What follows belongs to an exercise in optimizing a design on an open flow for small area; a production flow would make more cautious choices.
Function was checked by simulation only, so behaviour that the tests miss may differ from the original.
Power is estimated from default activity; no workload was simulated.

==> v1: inputs <==
==> flow/design.v <==
package csr_pkg;
  localparam int CSR_XLEN = 64;
  localparam logic [11:0] CSR_MSTATUS  = 12'h300;
  localparam logic [11:0] CSR_MISA     = 12'h301;
  localparam logic [11:0] CSR_MIE      = 12'h304;
  localparam logic [11:0] CSR_MTVEC    = 12'h305;
  localparam logic [11:0] CSR_MSCRATCH = 12'h340;
  localparam logic [11:0] CSR_MEPC     = 12'h341;
  localparam logic [11:0] CSR_MCAUSE   = 12'h342;
  localparam logic [11:0] CSR_MTVAL    = 12'h343;
  localparam logic [11:0] CSR_MIP      = 12'h344;
  localparam logic [11:0] CSR_MCYCLE   = 12'hB00;
  localparam logic [11:0] CSR_MINSTRET = 12'hB02;
  localparam logic [CSR_XLEN-1:0] MISA_VALUE =
    64'h8000_0000_0000_0100;
  localparam int MSTATUS_MIE    = 3;
  localparam int MSTATUS_MPIE   = 7;
  localparam int MSTATUS_MPP_HI = 12;
  localparam int MSTATUS_MPP_LO = 11;
  typedef enum logic [1:0] {
    PRIV_U = 2'b00,
    PRIV_M = 2'b11
  } priv_e;
  typedef enum logic {
    ST_IDLE,
    ST_REDIRECT
  } redir_e;
  typedef struct packed {
    logic [11:0]         addr;
    logic [CSR_XLEN-1:0] data;
    logic                we;
  } csr_op_t;
endpackage
module csr_counter #(
  parameter int W = 64,
  parameter bit ALWAYS_INC = 1'b0    
) (
  input  logic         live_i,
  input  logic         inc_i,
  input  logic [2:0]   sel_i,      
  input  logic [W-1:0] q_i,
  input  logic [W-1:0] wdata0_i,
  input  logic [W-1:0] wdata1_i,
  input  logic [W-1:0] wdata2_i,
  output logic [W-1:0] d_o
);
  localparam int G  = 8;         
  localparam int NG = W / G;
  logic [W-1:0]  c;
  logic [NG:0]   gc;
  assign gc[0] = ALWAYS_INC | inc_i;
  for (genvar j = 0; j < NG; j++) begin : g_grp
    assign c[j*G] = gc[j];
    for (genvar k = 1; k < G; k++) begin : g_bit
      assign c[j*G+k] = c[j*G+k-1] & q_i[j*G+k-1];
    end
    assign gc[j+1] = gc[j] & (&q_i[j*G +: G]);
  end
  logic [W-1:0] inc_q;
  assign inc_q = q_i ^ c;
  logic keep, start;
  assign keep  = live_i & ~(|sel_i);
  assign start = ~live_i & ~(|sel_i) & (ALWAYS_INC | inc_i);
  assign d_o = ({W{keep}}     & inc_q)
             | ({W{sel_i[0]}} & wdata0_i)
             | ({W{sel_i[1]}} & wdata1_i)
             | ({W{sel_i[2]}} & wdata2_i)
             | W'(start);
endmodule
module csr_regfile #(
  parameter int NUM_OPS = 3,
  parameter int XLEN    = 64
) (
  input  logic                    clk,
  input  logic                    reset,
  input  logic                    commit_valid,
  input  logic [NUM_OPS*(12+XLEN+1)-1:0] csr_ops,
  input  logic                    is_ecall,
  input  logic                    is_mret,
  input  logic [11:0]             raddr,
  output logic [XLEN-1:0]         rdata,
  output logic                    redirect_valid,
  output logic [XLEN-1:0]         redirect_pc,
  output logic [1:0]              priv_mode
);
  localparam int OPW = 12 + XLEN + 1;
  logic [11:0]     op_addr [NUM_OPS];
  logic [XLEN-1:0] op_data [NUM_OPS];
  logic            op_we   [NUM_OPS];
  for (genvar g = 0; g < NUM_OPS; g++) begin : g_ops
    assign op_we[g]   = csr_ops[g*OPW];
    assign op_data[g] = csr_ops[g*OPW+1 +: XLEN];
    assign op_addr[g] = csr_ops[g*OPW+1+XLEN +: 12];
  end
  localparam int R_MSTATUS  = 0;
  localparam int R_MIE      = 1;
  localparam int R_MTVEC    = 2;
  localparam int R_MSCRATCH = 3;
  localparam int R_MEPC     = 4;
  localparam int R_MCAUSE   = 5;
  localparam int R_MTVAL    = 6;
  localparam int R_MCYCLE   = 7;
  localparam int R_MINSTRET = 8;
  localparam int NREG       = 9;
  function automatic logic [NREG-1:0] decode(input logic [11:0] a);
    decode = '0;
    decode[R_MSTATUS]  = (a == csr_pkg::CSR_MSTATUS);
    decode[R_MIE]      = (a == csr_pkg::CSR_MIE);
    decode[R_MTVEC]    = (a == csr_pkg::CSR_MTVEC);
    decode[R_MSCRATCH] = (a == csr_pkg::CSR_MSCRATCH);
    decode[R_MEPC]     = (a == csr_pkg::CSR_MEPC);
    decode[R_MCAUSE]   = (a == csr_pkg::CSR_MCAUSE);
    decode[R_MTVAL]    = (a == csr_pkg::CSR_MTVAL);
    decode[R_MCYCLE]   = (a == csr_pkg::CSR_MCYCLE);
    decode[R_MINSTRET] = (a == csr_pkg::CSR_MINSTRET);
  endfunction
  logic live_q;
  always_ff @(posedge clk or posedge reset) begin
    if (reset) live_q <= 1'b0;
    else       live_q <= 1'b1;
  end
  logic [NREG-1:0] hit [NUM_OPS];
  for (genvar k = 0; k < NUM_OPS; k++) begin : g_hit
    assign hit[k] = (commit_valid & op_we[k]) ? decode(op_addr[k]) : '0;
  end
  logic [2:0] sel [NREG];
  logic       keep [NREG];
  for (genvar r = 0; r < NREG; r++) begin : g_sel
    assign sel[r][2] = hit[2][r];
    assign sel[r][1] = hit[1][r] & ~hit[2][r];
    assign sel[r][0] = hit[0][r] & ~hit[1][r] & ~hit[2][r];
    assign keep[r]   = live_q & ~(hit[0][r] | hit[1][r] | hit[2][r]);
  end
  logic [XLEN-1:0] mstatus_q, mie_q, mscratch_q, mcause_q, mtval_q;
  logic [XLEN-1:2] mtvec_q, mepc_q;
  logic [XLEN-1:0] mcycle_q, minstret_q;
  logic [XLEN-1:0] mstatus_n, mie_n, mscratch_n, mcause_n, mtval_n;
  logic [XLEN-1:2] mtvec_n, mepc_n;
  logic [XLEN-1:0] mcycle_n, minstret_n;
  csr_wsel #(.W(XLEN)) u_ws_mstatus (
    .keep_i(keep[R_MSTATUS]), .sel_i(sel[R_MSTATUS]), .q_i(mstatus_q),
    .d0_i(op_data[0]), .d1_i(op_data[1]), .d2_i(op_data[2]), .d_o(mstatus_n));
  csr_wsel #(.W(XLEN)) u_ws_mie (
    .keep_i(keep[R_MIE]), .sel_i(sel[R_MIE]), .q_i(mie_q),
    .d0_i(op_data[0]), .d1_i(op_data[1]), .d2_i(op_data[2]), .d_o(mie_n));
  csr_wsel #(.W(XLEN)) u_ws_mscratch (
    .keep_i(keep[R_MSCRATCH]), .sel_i(sel[R_MSCRATCH]), .q_i(mscratch_q),
    .d0_i(op_data[0]), .d1_i(op_data[1]), .d2_i(op_data[2]), .d_o(mscratch_n));
  csr_wsel #(.W(XLEN)) u_ws_mcause (
    .keep_i(keep[R_MCAUSE]), .sel_i(sel[R_MCAUSE]), .q_i(mcause_q),
    .d0_i(op_data[0]), .d1_i(op_data[1]), .d2_i(op_data[2]), .d_o(mcause_n));
  csr_wsel #(.W(XLEN)) u_ws_mtval (
    .keep_i(keep[R_MTVAL]), .sel_i(sel[R_MTVAL]), .q_i(mtval_q),
    .d0_i(op_data[0]), .d1_i(op_data[1]), .d2_i(op_data[2]), .d_o(mtval_n));
  csr_wsel #(.W(XLEN-2)) u_ws_mtvec (
    .keep_i(keep[R_MTVEC]), .sel_i(sel[R_MTVEC]), .q_i(mtvec_q),
    .d0_i(op_data[0][XLEN-1:2]), .d1_i(op_data[1][XLEN-1:2]),
    .d2_i(op_data[2][XLEN-1:2]), .d_o(mtvec_n));
  csr_wsel #(.W(XLEN-2)) u_ws_mepc (
    .keep_i(keep[R_MEPC]), .sel_i(sel[R_MEPC]), .q_i(mepc_q),
    .d0_i(op_data[0][XLEN-1:2]), .d1_i(op_data[1][XLEN-1:2]),
    .d2_i(op_data[2][XLEN-1:2]), .d_o(mepc_n));
  csr_counter #(.W(XLEN), .ALWAYS_INC(1'b1)) u_mcycle (
    .live_i   (live_q),
    .inc_i    (1'b0),
    .sel_i    (sel[R_MCYCLE]),
    .q_i      (mcycle_q),
    .wdata0_i (op_data[0]),
    .wdata1_i (op_data[1]),
    .wdata2_i (op_data[2]),
    .d_o      (mcycle_n)
  );
  csr_counter #(.W(XLEN)) u_minstret (
    .live_i   (live_q),
    .inc_i    (commit_valid),
    .sel_i    (sel[R_MINSTRET]),
    .q_i      (minstret_q),
    .wdata0_i (op_data[0]),
    .wdata1_i (op_data[1]),
    .wdata2_i (op_data[2]),
    .d_o      (minstret_n)
  );
  always_ff @(posedge clk) begin
    mstatus_q  <= mstatus_n;
    mie_q      <= mie_n;
    mscratch_q <= mscratch_n;
    mcause_q   <= mcause_n;
    mtval_q    <= mtval_n;
    mtvec_q    <= mtvec_n;
    mepc_q     <= mepc_n;
    mcycle_q   <= mcycle_n;
    minstret_q <= minstret_n;
  end
  logic take_trap, take_ret;
  assign take_trap = commit_valid && is_ecall;
  assign take_ret  = commit_valid && is_mret && !is_ecall;
  logic rv_q, trap_q;
  logic [1:0] priv_q;
  logic [1:0] mpp;
  assign mpp = live_q ? mstatus_q[csr_pkg::MSTATUS_MPP_HI:csr_pkg::MSTATUS_MPP_LO]
                      : 2'b00;
  always_ff @(posedge clk or posedge reset) begin
    if (reset) begin
      rv_q   <= 1'b0;
      priv_q <= csr_pkg::PRIV_M;
    end else begin
      rv_q <= take_trap | take_ret;
      if (take_trap)
        priv_q <= csr_pkg::PRIV_M;
      else if (take_ret)
        priv_q <= mpp;
    end
  end
  always_ff @(posedge clk)
    trap_q <= take_trap;
  logic ret_q;
  assign ret_q = ~trap_q;
  for (genvar i = 2; i < XLEN; i++) begin : g_rpc
    csr_ao22 u_rpc (
      .a_i(mtvec_q[i]), .as_i(trap_q), .b_i(mepc_q[i]), .bs_i(ret_q),
      .y_o(redirect_pc[i]));
  end
  assign redirect_pc[1:0] = 2'b00;
  assign redirect_valid = rv_q;
  assign priv_mode      = priv_q;
  logic [NREG-1:0] rsel;
  logic            rmisa;
  assign rsel  = live_q ? decode(raddr) : '0;
  assign rmisa = (raddr == csr_pkg::CSR_MISA);
  csr_rmux #(.W(XLEN)) u_rmux (
    .sel_i   (rsel),
    .misa_i  (rmisa),
    .r0_i    (mstatus_q),
    .r1_i    (mie_q),
    .r2_i    ({mtvec_q, 2'b00}),
    .r3_i    (mscratch_q),
    .r4_i    ({mepc_q, 2'b00}),
    .r5_i    (mcause_q),
    .r6_i    (mtval_q),
    .r7_i    (mcycle_q),
    .r8_i    (minstret_q),
    .rdata_o (rdata)
  );
endmodule
module csr_wsel #(
  parameter int W = 64
) (
  input  logic         keep_i,
  input  logic [2:0]   sel_i,
  input  logic [W-1:0] q_i,
  input  logic [W-1:0] d0_i,
  input  logic [W-1:0] d1_i,
  input  logic [W-1:0] d2_i,
  output logic [W-1:0] d_o
);
  for (genvar i = 0; i < W; i++) begin : g_bit
    csr_wsel_bit u_bit (
      .keep_i(keep_i), .sel_i(sel_i), .q_i(q_i[i]),
      .d0_i(d0_i[i]), .d1_i(d1_i[i]), .d2_i(d2_i[i]), .d_o(d_o[i]));
  end
endmodule
module csr_rmux #(
  parameter int W = 64
) (
  input  logic [8:0]   sel_i,
  input  logic         misa_i,
  input  logic [W-1:0] r0_i,
  input  logic [W-1:0] r1_i,
  input  logic [W-1:0] r2_i,
  input  logic [W-1:0] r3_i,
  input  logic [W-1:0] r4_i,
  input  logic [W-1:0] r5_i,
  input  logic [W-1:0] r6_i,
  input  logic [W-1:0] r7_i,
  input  logic [W-1:0] r8_i,
  output logic [W-1:0] rdata_o
);
  localparam logic [W-1:0] MISA = W'(csr_pkg::MISA_VALUE);
  for (genvar i = 0; i < W; i++) begin : g_bit
    csr_rmux_bit #(.MISA(MISA[i])) u_bit (
      .sel_i(sel_i), .misa_i(misa_i),
      .r_i({r8_i[i], r7_i[i], r6_i[i], r5_i[i], r4_i[i], r3_i[i], r2_i[i],
            r1_i[i], r0_i[i]}),
      .rdata_o(rdata_o[i]));
  end
endmodule
module csr_wsel_bit (
  input  logic       keep_i,
  input  logic [2:0] sel_i,
  input  logic       q_i,
  input  logic       d0_i,
  input  logic       d1_i,
  input  logic       d2_i,
  output logic       d_o
);
  logic n_new, n_keep;
  csr_aoi222 u_new (.a_i(sel_i), .b_i({d2_i, d1_i, d0_i}), .y_o(n_new));
  csr_nand2 u_keep (.a_i(keep_i), .b_i(q_i), .y_o(n_keep));
  csr_nand2 u_out (.a_i(n_new), .b_i(n_keep), .y_o(d_o));
endmodule
module csr_nand2 (
  input  logic a_i,
  input  logic b_i,
  output logic y_o
);
  assign y_o = ~(a_i & b_i);
endmodule
module csr_rmux_bit #(
  parameter logic MISA = 1'b0
) (
  input  logic [8:0] sel_i,
  input  logic       misa_i,
  input  logic [8:0] r_i,
  output logic       rdata_o
);
  logic [2:0] n;
  for (genvar g = 0; g < 3; g++) begin : g_aoi
    csr_aoi222 u_aoi (
      .a_i(sel_i[3*g +: 3]), .b_i(r_i[3*g +: 3]), .y_o(n[g]));
  end
  assign rdata_o = ~(&n) | (misa_i & MISA);
endmodule
module csr_aoi222 (
  input  logic [2:0] a_i,
  input  logic [2:0] b_i,
  output logic       y_o
);
  assign y_o = ~|(a_i & b_i);
endmodule
module csr_ao22 (
  input  logic a_i,
  input  logic as_i,
  input  logic b_i,
  input  logic bs_i,
  output logic y_o
);
  assign y_o = (a_i & as_i) | (b_i & bs_i);
endmodule
==> flow/flow/run.sh <==
#!/bin/bash
# Layout flow: the standard layout (standard.sh) with two changes.
# - The port buffers that placement puts on every input and output are buf_1
#   cells instead of the default delay buffers.
# - Clock tree synthesis uses clkbuf_8 buffers in clusters of at most 15 sinks
#   and adds no dummy loads.
# Everything else, including the synthesis, is the standard flow. make's full
# output goes to flow_make.log here; each ORFS step also keeps its own log
# under orfs/logs/.
set -euo pipefail
CTS="-sink_clustering_enable -repair_clock_nets -dont_use_dummy_load"
CTS="$CTS -buf_list sky130_fd_sc_hd__clkbuf_8"
CTS="$CTS -sink_clustering_size 15 -sink_clustering_max_diameter 60"
bash standard.sh \
  "BUFFER_PORTS_ARGS=-buffer_cell sky130_fd_sc_hd__buf_1" \
  "CTS_ARGS=$CTS" \
  finish > flow_make.log 2>&1
==> flow/standard.sh <==
#!/bin/bash
# synth_recipe.tcl (not shown) runs the flow's synth.tcl, then flattens the netlist and writes it again
# the make line also repeats each setting of config.mk as NAME=value (left out here)
make -C /OpenROAD-flow-scripts/flow DESIGN_CONFIG=/design/flow/config.mk WORK_HOME=/design/flow/orfs CLKGATE_MAP_FILE= SYNTH_SCRIPT=/design/flow/synth_recipe.tcl "${@:-finish}"
==> flow/config.mk <==
export PLATFORM = sky130hd
export DESIGN_NAME = csr_regfile
export DESIGN_NICKNAME = csr_regfile
export VERILOG_FILES = /design/flow/design.v
export SDC_FILE = /design/flow/constraint.sdc
export NUM_CORES = 4
export LEC_CHECK = 0
export CAP_MARGIN = 5
export CORE_MARGIN = 2
export CORE_UTILIZATION = 40
export SLEW_MARGIN = 5
export SYNTH_HIERARCHICAL = 1
export SYNTH_MINIMUM_KEEP_SIZE = 0
==> flow/constraint.sdc <==
create_clock -name core_clock -period 7.0 [get_ports {clk}]
set_input_delay 1.4000 -clock core_clock [delete_from_list [all_inputs] [get_ports {clk}]]
set_output_delay 1.4000 -clock core_clock [all_outputs]
set_load 0.01 [all_outputs]
==> v11: changes against v1 <==
--- a/flow/design.v
+++ b/flow/design.v
@@ -34,4 +34,3 @@
 module csr_counter #(
-  parameter int W = 64,
-  parameter bit ALWAYS_INC = 1'b0    
+  parameter int W = 64
 ) (
@@ -50,3 +49,3 @@
   logic [NG:0]   gc;
-  assign gc[0] = ALWAYS_INC | inc_i;
+  assign gc[0] = inc_i;
   for (genvar j = 0; j < NG; j++) begin : g_grp
@@ -62,3 +61,3 @@
   assign keep  = live_i & ~(|sel_i);
-  assign start = ~live_i & ~(|sel_i) & (ALWAYS_INC | inc_i);
+  assign start = ~live_i & ~(|sel_i) & inc_i;
   assign d_o = ({W{keep}}     & inc_q)
@@ -162,5 +161,5 @@
     .d2_i(op_data[2][XLEN-1:2]), .d_o(mepc_n));
-  csr_counter #(.W(XLEN), .ALWAYS_INC(1'b1)) u_mcycle (
+  csr_counter #(.W(XLEN)) u_mcycle (
     .live_i   (live_q),
-    .inc_i    (1'b0),
+    .inc_i    (1'b1),
     .sel_i    (sel[R_MCYCLE]),
@@ -295,13 +294,4 @@
 );
-  logic n_new, n_keep;
-  csr_aoi222 u_new (.a_i(sel_i), .b_i({d2_i, d1_i, d0_i}), .y_o(n_new));
-  csr_nand2 u_keep (.a_i(keep_i), .b_i(q_i), .y_o(n_keep));
-  csr_nand2 u_out (.a_i(n_new), .b_i(n_keep), .y_o(d_o));
-endmodule
-module csr_nand2 (
-  input  logic a_i,
-  input  logic b_i,
-  output logic y_o
-);
-  assign y_o = ~(a_i & b_i);
+  assign d_o = (keep_i & q_i) | (sel_i[0] & d0_i) | (sel_i[1] & d1_i)
+             | (sel_i[2] & d2_i);
 endmodule
==> flow/flow/run.sh (replaced) <==
#!/bin/bash
# Layout flow: the standard layout (standard.sh), with the port buffers
# that placement inserts on every input and output made from buf_1 cells
# instead of the default delay buffers. Everything else, including the
# synthesis, is the standard flow. make's full output goes to flow_make.log
# here; each ORFS step also keeps its own log under orfs/logs/.
set -euo pipefail
bash standard.sh "BUFFER_PORTS_ARGS=-buffer_cell sky130_fd_sc_hd__buf_1" finish \
  > flow_make.log 2>&1
CAP_MARGIN = 20   (was 5)
CTS_BUF_LIST = sky130_fd_sc_hd__clkbuf_4   (was not set)
SLEW_MARGIN = 20   (was 5)
==> v4: changes against v1 <==
--- a/flow/flow/run.sh
+++ b/flow/flow/run.sh
@@ -4,3 +4,3 @@
 #   cells instead of the default delay buffers.
-# - Clock tree synthesis uses clkbuf_8 buffers in clusters of at most 15 sinks
+# - Clock tree synthesis uses clkbuf_8 buffers in clusters of at most 16 sinks
 #   and adds no dummy loads.
@@ -12,3 +12,3 @@
 CTS="$CTS -buf_list sky130_fd_sc_hd__clkbuf_8"
-CTS="$CTS -sink_clustering_size 15 -sink_clustering_max_diameter 60"
+CTS="$CTS -sink_clustering_size 16 -sink_clustering_max_diameter 70"
 bash standard.sh \
==> v16: changes against v1 <==
--- a/flow/design.v
+++ b/flow/design.v
@@ -34,4 +34,3 @@
 module csr_counter #(
-  parameter int W = 64,
-  parameter bit ALWAYS_INC = 1'b0    
+  parameter int W = 64
 ) (
@@ -50,3 +49,3 @@
   logic [NG:0]   gc;
-  assign gc[0] = ALWAYS_INC | inc_i;
+  assign gc[0] = inc_i;
   for (genvar j = 0; j < NG; j++) begin : g_grp
@@ -62,3 +61,3 @@
   assign keep  = live_i & ~(|sel_i);
-  assign start = ~live_i & ~(|sel_i) & (ALWAYS_INC | inc_i);
+  assign start = ~live_i & ~(|sel_i) & inc_i;
   assign d_o = ({W{keep}}     & inc_q)
@@ -162,5 +161,5 @@
     .d2_i(op_data[2][XLEN-1:2]), .d_o(mepc_n));
-  csr_counter #(.W(XLEN), .ALWAYS_INC(1'b1)) u_mcycle (
+  csr_counter #(.W(XLEN)) u_mcycle (
     .live_i   (live_q),
-    .inc_i    (1'b0),
+    .inc_i    (1'b1),
     .sel_i    (sel[R_MCYCLE]),
CAP_MARGIN = 20   (was 5)
SLEW_MARGIN = 20   (was 5)
==> comparison table <==
quantity	v4	v11	v1	v16
Worst IR drop on VDD	0.1150 mV	0.1082 mV	0.1275 mV	0.1265 mV
Global Route Usage Sum	35.75%	36.84%	35.78%	36.54%
Fraction of standard cell area in multi-input logic	50.92%	49.46%	50.80%	50.68%
Critical setup path kind	in2out	reg2out	in2out	in2out
Met2 Use GR	58.28%	58.50%	58.13%	57.66%
Met1 track demand over resource	45.07%	45.12%	44.99%	44.95%
Die height	265.9 um	268.7 um	265.9 um	266.1 um
Antenna violations before repair	20	18	20	18
Period utilisation layout	81.15%	81.35%	82.17%	83.58%
Simple-gate share of the synthesized area	20.99%	14.66%	20.99%	21.02%
Routed wl met2	60,590 um	62,450 um	60,590 um	60,610 um
Reg2reg end	minstret_q[63]	minstret_q[63]	minstret_q[63]	mcycle_q[63]
Result of the run	no timing/DRC/antenna violations	no timing/DRC/antenna violations	no timing/DRC/antenna violations	no timing/DRC/antenna violations
Avg Synthesized Cell Area	9.233 sq um	9.420 sq um	9.233 sq um	9.233 sq um
Crit-path most repeated cell	sky130_fd_sc_hd__buf_1	-	sky130_fd_sc_hd__buf_1	sky130_fd_sc_hd__buf_1
H-tree levels	2	4	2	2
Overall die width	265.9 um	268.7 um	265.9 um	266.1 um
Worst Setup EP	rdata[6]	rdata[51]	rdata[3]	rdata[53]
Source of the worst hold timing path	mstatus_q[14]	-	mie_q[1]	mie_q[61]
Crit path depth	8	6	8	8
Tap cells	882	940	882	882
Adder-cell area share of the yosys netlist	5.061%	4.999%	5.061%	5.100%
Number of cells traversed by the worst hold path	2	-	2	2
Logic gate share of total power	6.8%	5.5%	6.7%	6.8%
Net count, final	3,768	3,889	3,773	3,793
Total detailed-routing wirelength	133,300 um	138,100 um	133,300 um	136,300 um

-- static timing again, ports no longer ideal --
In the flow no input, the clock included, has a driving cell. The finished layouts below were timed again as built, in two steps.
Step 1 (the two cells are an assumption about what drives the block):
set clk [get_ports {clk}]
set_driving_cell -lib_cell sky130_fd_sc_hd__clkbuf_16 $clk
set_driving_cell -lib_cell sky130_fd_sc_hd__buf_2 [delete_from_list [all_inputs] $clk]
Step 2 also shifts input and output timing later by t, the mid clock arrival at the registers, as if the neighbouring blocks saw the same clock.
Three values: ideal ports, drivers, drivers and shift; two values: the first two.
| run | shift t [ns] | setup WS [ns] | clock arrival spread, ns |
|---|---|---|---|
| v1 | 0.761 | 1.248 / 1.224 / 1.224 | 0.068 / 0.068 |
| v11 | 1.088 | 1.305 / 1.239 / 1.351 | 0.084 / 0.084 |
| v4 | 0.728 | 1.320 / 1.295 / 1.295 | 0.103 / 0.103 |
| v16 | 0.759 | 1.150 / 1.129 / 1.129 | 0.072 / 0.072 |
After both steps setup and hold are still met in every run listed. The setup slack of v4, which loses most, moves by -0.025 ns with the drivers and by -0.025 ns with both steps.
